Context: an optimization exercise on an open-source flow, tuned for small area and a short achievable clock period. The choices shown serve that exercise and are no tape-out recipe. Function was checked by simulation only, so behaviour that the tests miss may differ from the original. Power and IR drop assume default switching activity.

==> inputs of trial 34 <==
==> flow/design.v (excerpt) <==
module store_trace_monitor #(
    parameter int DEPTH   = 16,
    parameter int CYCLE_W = 16,
    parameter int CNT_W   = 16
) (
    input  logic               clk,
    input  logic               reset,
    input  logic [31:0]        pc,
    input  logic [31:0]        pc_finished,
    input  logic               memwrite,
    input  logic [31:0]        aluout,
    input  logic [31:0]        writedata,
    output logic               halt,
    output logic               trace_valid,
    input  logic               trace_ready,
    output logic [CYCLE_W-1:0] trace_cycle,
    output logic [31:0]        trace_addr,
    output logic [31:0]        trace_data,
    output logic               done,
    output logic               overflow,
    output logic [CNT_W-1:0]   store_count,
    output logic [CNT_W-1:0]   drop_count
);
    localparam int EW = CYCLE_W + 64;
    logic               r_halted, r_done;
    logic [CYCLE_W-1:0] r_stamp;       
    logic [CNT_W-1:0]   r_store_cnt;
    logic [CNT_W-1:0]   r_drop_cnt;
    logic               r_ovf;
    logic               w_hit, w_capture, w_pop, w_push, w_drop;
    logic               w_valid, w_full, w_last;
    logic [EW-1:0]      w_head;
    assign w_hit     = (pc == pc_finished);
    assign halt      = w_hit | r_halted;
    assign w_capture = memwrite & ~halt;
    assign w_pop     = w_valid & trace_ready;
    assign w_push    = w_capture & (~w_full | trace_ready);
    assign w_drop    = w_capture & w_full & ~trace_ready;
    trace_fifo #(.DEPTH(DEPTH), .EW(EW)) u_fifo (
        .clk        (clk),
        .reset      (reset),
        .push       (w_push),
  ...
==> module trace_fifo, before the edit <==
module trace_fifo #(
    parameter int DEPTH = 16,
    parameter int EW    = 80
) (
    input  logic          clk,
    input  logic          reset,
    input  logic          push,
    input  logic          ready,       
    input  logic [EW-1:0] push_entry,
    output logic          valid,       
    output logic          full,
    output logic          last,        
    output logic [EW-1:0] head         
);
    localparam int BD = DEPTH - 1;
    localparam int CW = $clog2(BD + 1);
    logic [EW-1:0] r_mem [0:BD-1];
    logic [BD-1:0] r_wsel, r_rsel;      
    logic [CW-1:0] r_bcnt;
    logic          r_bempty, r_bfull;
    logic          r_hv;
    logic [EW-1:0] r_head;
    logic          w_pop, w_bpush, w_bpop, w_selb, w_selin;
    logic [CW-1:0] w_bcnt_nxt;
    logic          w_binc, w_bdec, w_bfull_nxt, w_bempty_nxt;
    logic [EW-1:0] w_bout;
    assign valid = r_hv;
    assign full  = r_hv & r_bfull;
    assign last  = r_hv & r_bempty;
    assign head  = r_head;
    assign w_pop   = r_hv & ready;
    assign w_selb  = r_hv & ~r_bempty;           
    assign w_selin = push & ~w_selb;             
    assign w_bpush = push & r_hv & ~(ready & r_bempty);
    assign w_bpop  = w_pop & ~r_bempty;
    always_comb begin
        w_bout = '0;
        for (int i = 0; i < BD; i++)
            w_bout = w_bout | ({EW{r_rsel[i]}} & r_mem[i]);
    end
    assign w_binc = w_bpush & ~w_bpop;
    assign w_bdec = w_bpop & ~w_bpush;
    assign w_bcnt_nxt = w_binc ? r_bcnt + CW'(1) : (w_bdec ? r_bcnt - CW'(1) : r_bcnt);
    assign w_bfull_nxt  = w_binc ? (r_bcnt == CW'(BD - 1)) : (~w_bdec & r_bfull);
    assign w_bempty_nxt = w_bdec ? (r_bcnt == CW'(1)) : (~w_binc & r_bempty);
    always_ff @(posedge clk or negedge reset) begin
        if (!reset) begin
            r_wsel   <= BD'(1);
            r_rsel   <= BD'(1);
            r_bcnt   <= '0;
            r_bempty <= 1'b1;
            r_bfull  <= 1'b0;
            r_hv     <= 1'b0;
            r_head   <= '0;
        end else begin
            if (w_bpush) r_wsel <= {r_wsel[BD-2:0], r_wsel[BD-1]};
            if (w_bpop)  r_rsel <= {r_rsel[BD-2:0], r_rsel[BD-1]};
            r_bcnt   <= w_bcnt_nxt;
            r_bempty <= w_bempty_nxt;
            r_bfull  <= w_bfull_nxt;
            r_hv     <= r_hv ? (~ready | ~r_bempty | push) : push;
            if (~r_hv | ready)
                r_head <= ({EW{w_selb}} & w_bout) | ({EW{w_selin}} & push_entry);
        end
    end
    always_ff @(posedge clk) begin
        for (int i = 0; i < BD; i++)
            if (r_wsel[i] & (~r_bfull | ready)) r_mem[i] <= push_entry;
    end
endmodule
export LEC_CHECK = 0
export CAP_MARGIN = 20
export CORE_MARGIN = 2
export CORE_UTILIZATION = 70
export CTS_BUF_LIST = sky130_fd_sc_hd__clkbuf_8
export CTS_CLUSTER_DIAMETER = 70
export CTS_CLUSTER_SIZE = 18
export SETUP_SLACK_MARGIN = 1.9
export SLEW_MARGIN = 20
export TNS_END_PERCENT = 5
create_clock -name core_clock -period 4.5 [get_ports {clk}]
standard.sh (not shown) runs the stock make flow with config.mk's settings and CLKGATE_MAP_FILE= SYNTH_SCRIPT=/design/flow/synth_recipe.tcl, a recipe that flattens the netlist after the stock synthesis.
==> flow/flow/run.sh <==
#!/bin/bash
# The standard layout with two changes:
#  - buffer_ports makes the port buffers from the smallest plain buffer
#    (timing repair upsizes those on critical paths);
#  - after the standard synthesis, fast_halt.py gives the halt port its own
#    shallow comparator (see there); the layout then runs from that netlist.
set -euo pipefail
R=orfs/results/sky130hd/store_trace_monitor/base
KNOBS=(BUFFER_PORTS_ARGS="-buffer_cell sky130_fd_sc_hd__buf_1")
bash standard.sh "${KNOBS[@]}" synth > standard_synth.log 2>&1
python3 flow/fast_halt.py $R/1_2_yosys.v > fast_halt.log 2>&1
rm -f $R/1_synth.odb $R/1_synth.sdc
bash standard.sh "${KNOBS[@]}" finish > standard_flow.log 2>&1
==> flow/flow/fast_halt.py <==
"""Give the halt port a dedicated, shallow comparator in the synthesized netlist.

halt = (pc == pc_finished) | r_halted. Synthesis maps the compare onto 4-input
NOR/AND gates whose rising edges are slow; this adds a separate balanced tree
of 2-input gates (XOR, then NOR/NAND levels) ending in an O21AI that drives the
halt port, and removes the old gate that drove it. The old compare logic still
feeds the rest of the design, so no register or other output changes.
usage: python3 fast_halt.py NETLIST.v
"""
import re
import sys

path = sys.argv[1]
text = open(path).read()

# The instance driving the port net "halt" (the only place the net is used).
uses = [m.start() for m in re.finditer(r"\(halt\)", text)]
if len(uses) != 1:
    sys.exit(f"expected one use of net halt, found {len(uses)}")
start = text.rfind(";", 0, uses[0]) + 1
end = text.find(");", uses[0]) + 2
inst = text[start:end]
print("removing:", " ".join(inst.split()))
text = text[:start] + text[end:]

P = "sky130_fd_sc_hd__"
cells, wires = [], []


def wire(name):
    wires.append(f"  wire {name};")
    return name


lvl = []
for i in range(32):
    y = wire(f"fh_x{i}")
    cells.append(f"  {P}xor2_1 fh_xor{i} (.A(pc[{i}]), .B(pc_finished[{i}]), .X({y}));")
    lvl.append(y)
kinds = ["nor2", "nand2", "nor2", "nand2"]
for n, kind in enumerate(kinds):
    nxt = []
    for j in range(0, len(lvl), 2):
        y = wire(f"fh_l{n}_{j // 2}")
        cells.append(f"  {P}{kind}_1 fh_{kind}_{n}_{j // 2} (.A({lvl[j]}), .B({lvl[j + 1]}), .Y({y}));")
        nxt.append(y)
    lvl = nxt
assert len(lvl) == 2
rhn = wire("fh_rhn")
cells.append(f"  {P}inv_1 fh_inv (.A(r_halted), .Y({rhn}));")
cells.append(f"  {P}o21ai_1 fh_out (.A1({lvl[0]}), .A2({lvl[1]}), .B1({rhn}), .Y(halt));")

k = text.rindex("endmodule")
text = text[:k] + "\n".join(wires + cells) + "\n" + text[k:]
open(path, "w").write(text)
print(f"added {len(cells)} cells")
==> inputs of trial 2, as changes to trial 34 <==
--- a/flow/design.v
+++ b/flow/design.v
@@ -24,15 +24,11 @@
     localparam int BD = DEPTH - 1;
-    localparam int CW = $clog2(BD + 1);
-    logic [EW-1:0] r_mem [0:BD-1];
-    logic [BD-1:0] r_wsel, r_rsel;      
-    logic [CW-1:0] r_bcnt;
-    logic          r_bempty, r_bfull;
+    logic [EW-1:0] r_mem [0:BD-1];      
+    logic [BD-1:0] r_rsel;              
+    logic          r_bempty;
     logic          r_hv;
     logic [EW-1:0] r_head;
-    logic          w_pop, w_bpush, w_bpop, w_selb, w_selin;
-    logic [CW-1:0] w_bcnt_nxt;
-    logic          w_binc, w_bdec, w_bfull_nxt, w_bempty_nxt;
+    logic          w_pop, w_bpush, w_bpop, w_binc, w_bdec, w_selb, w_selin;
     logic [EW-1:0] w_bout;
     assign valid = r_hv;
-    assign full  = r_hv & r_bfull;
+    assign full  = r_hv & r_rsel[BD-1];
     assign last  = r_hv & r_bempty;
@@ -44,2 +40,4 @@
     assign w_bpop  = w_pop & ~r_bempty;
+    assign w_binc  = w_bpush & ~w_bpop;
+    assign w_bdec  = w_bpop & ~w_bpush;
     always_comb begin
@@ -49,14 +47,6 @@
     end
-    assign w_binc = w_bpush & ~w_bpop;
-    assign w_bdec = w_bpop & ~w_bpush;
-    assign w_bcnt_nxt = w_binc ? r_bcnt + CW'(1) : (w_bdec ? r_bcnt - CW'(1) : r_bcnt);
-    assign w_bfull_nxt  = w_binc ? (r_bcnt == CW'(BD - 1)) : (~w_bdec & r_bfull);
-    assign w_bempty_nxt = w_bdec ? (r_bcnt == CW'(1)) : (~w_binc & r_bempty);
     always_ff @(posedge clk or negedge reset) begin
         if (!reset) begin
-            r_wsel   <= BD'(1);
             r_rsel   <= BD'(1);
-            r_bcnt   <= '0;
             r_bempty <= 1'b1;
-            r_bfull  <= 1'b0;
             r_hv     <= 1'b0;
@@ -64,7 +54,6 @@
         end else begin
-            if (w_bpush) r_wsel <= {r_wsel[BD-2:0], r_wsel[BD-1]};
-            if (w_bpop)  r_rsel <= {r_rsel[BD-2:0], r_rsel[BD-1]};
-            r_bcnt   <= w_bcnt_nxt;
-            r_bempty <= w_bempty_nxt;
-            r_bfull  <= w_bfull_nxt;
+            if (w_binc & ~r_bempty)   r_rsel <= {r_rsel[BD-2:0], 1'b0};
+            if (w_bdec & ~r_rsel[0])  r_rsel <= {1'b0, r_rsel[BD-1:1]};
+            if (w_binc)                   r_bempty <= 1'b0;
+            else if (w_bdec & r_rsel[0])  r_bempty <= 1'b1;
             r_hv     <= r_hv ? (~ready | ~r_bempty | push) : push;
@@ -75,4 +64,6 @@
     always_ff @(posedge clk) begin
-        for (int i = 0; i < BD; i++)
-            if (r_wsel[i] & (~r_bfull | ready)) r_mem[i] <= push_entry;
+        if (w_bpush) begin
+            r_mem[0] <= push_entry;
+            for (int i = 1; i < BD; i++) r_mem[i] <= r_mem[i-1];
+        end
     end
--- a/flow/flow/fast_halt.py
+++ b/flow/flow/fast_halt.py
@@ -4,4 +4,4 @@
 NOR/AND gates whose rising edges are slow; this adds a separate balanced tree
-of 2-input gates (XOR, then NOR/NAND levels) ending in an O21AI that drives the
-halt port, and removes the old gate that drove it. The old compare logic still
+of 2-input gates (the per-bit XORs, then NOR/NAND levels) ending in an O21AI
+that drives the halt port, and removes the old gate that drove it. The old compare logic still
 feeds the rest of the design, so no register or other output changes.
@@ -34,4 +34,16 @@
 
+# Reuse the synthesized per-bit XOR of pc[i] and pc_finished[i] where there is
+# one (its output then also feeds the new tree); otherwise add one.
+xors = {}
+for m in re.finditer(r"sky130_fd_sc_hd__xor2_\d+\s+\S+\s*\((.*?)\);", text, re.S):
+    pins = dict(re.findall(r"\.(\w+)\(([^)]*)\)", m.group(1)))
+    ins = {pins.get("A"), pins.get("B")}
+    for i in range(32):
+        if ins == {f"pc[{i}]", f"pc_finished[{i}]"} and "X" in pins:
+            xors.setdefault(i, pins["X"].strip())
 lvl = []
 for i in range(32):
+    if i in xors:
+        lvl.append(xors[i])
+        continue
     y = wire(f"fh_x{i}")
@@ -39,2 +51,3 @@
     lvl.append(y)
+print(f"reused {len(xors)} XOR gates")
 kinds = ["nor2", "nand2", "nor2", "nand2"]
==> run summary <==
- Clock power share: 18.0%
- Synth-to-layout area growth: 8.15%
- Top sig layer: met4
- Die H: 271 um
- GR Util All Layers: 33.0%
- Net switching power: 10.3 mW
- # Taps: 940
- Outcome: finished clean
- Sw frac: 33.6%
- WL met2: 58,400 um
- Core area: 70,100 um^2
- Vias per cell: 7.17
- Fraction of layout cells with a size suffix above 1: 6.71%
- Antenna diodes: 2
- Register area: 39,800 um^2
[end of results for trial 2]
==> run summary <==
- Outcome: finished clean
- Sw frac: 22.9%
- Antenna diodes: 3
- Die H: 273 um
- Vias per cell: 7.18
- WL met2: 66,600 um
- Net switching power: 4.82 mW
- Synth-to-layout area growth: 8.08%
- # Taps: 950
- Register area: 40,300 um^2
- Top sig layer: met5
- Core area: 71,600 um^2
- Fraction of layout cells with a size suffix above 1: 8.03%
[end of results for trial 34]

-- afterwards: timing with drivers on the ports --
In the flow no input, the clock included, has a driving cell. The finished layouts below were timed again as built, in two steps. Step 1 (the two cells are an assumption about what drives the block):
set clk [get_ports {clk}]
set_driving_cell -lib_cell sky130_fd_sc_hd__clkbuf_16 $clk
set_driving_cell -lib_cell sky130_fd_sc_hd__buf_2 [delete_from_list [all_inputs] $clk]
Step 2 also shifts input and output timing later by t, the mid clock arrival at the registers, as if the neighbouring blocks saw the same clock. Slacks: ideal / step 1 / step 2; pairs: ideal / step 1.
| run | t, ns | setup WS [ns] | clock arrival spread, ns |
|---|---|---|---|
| trial 34 | 0.791 | 1.774 / 1.744 / 1.103 | 0.033 / 0.034 |
| trial 2 | 0.790 | 1.754 / 1.713 / 1.122 | 0.041 / 0.041 |
After both steps every run listed still meets setup and hold. The setup slack of trial 34, which loses most, moves by -0.030 ns with the drivers and by -0.671 ns with both steps.
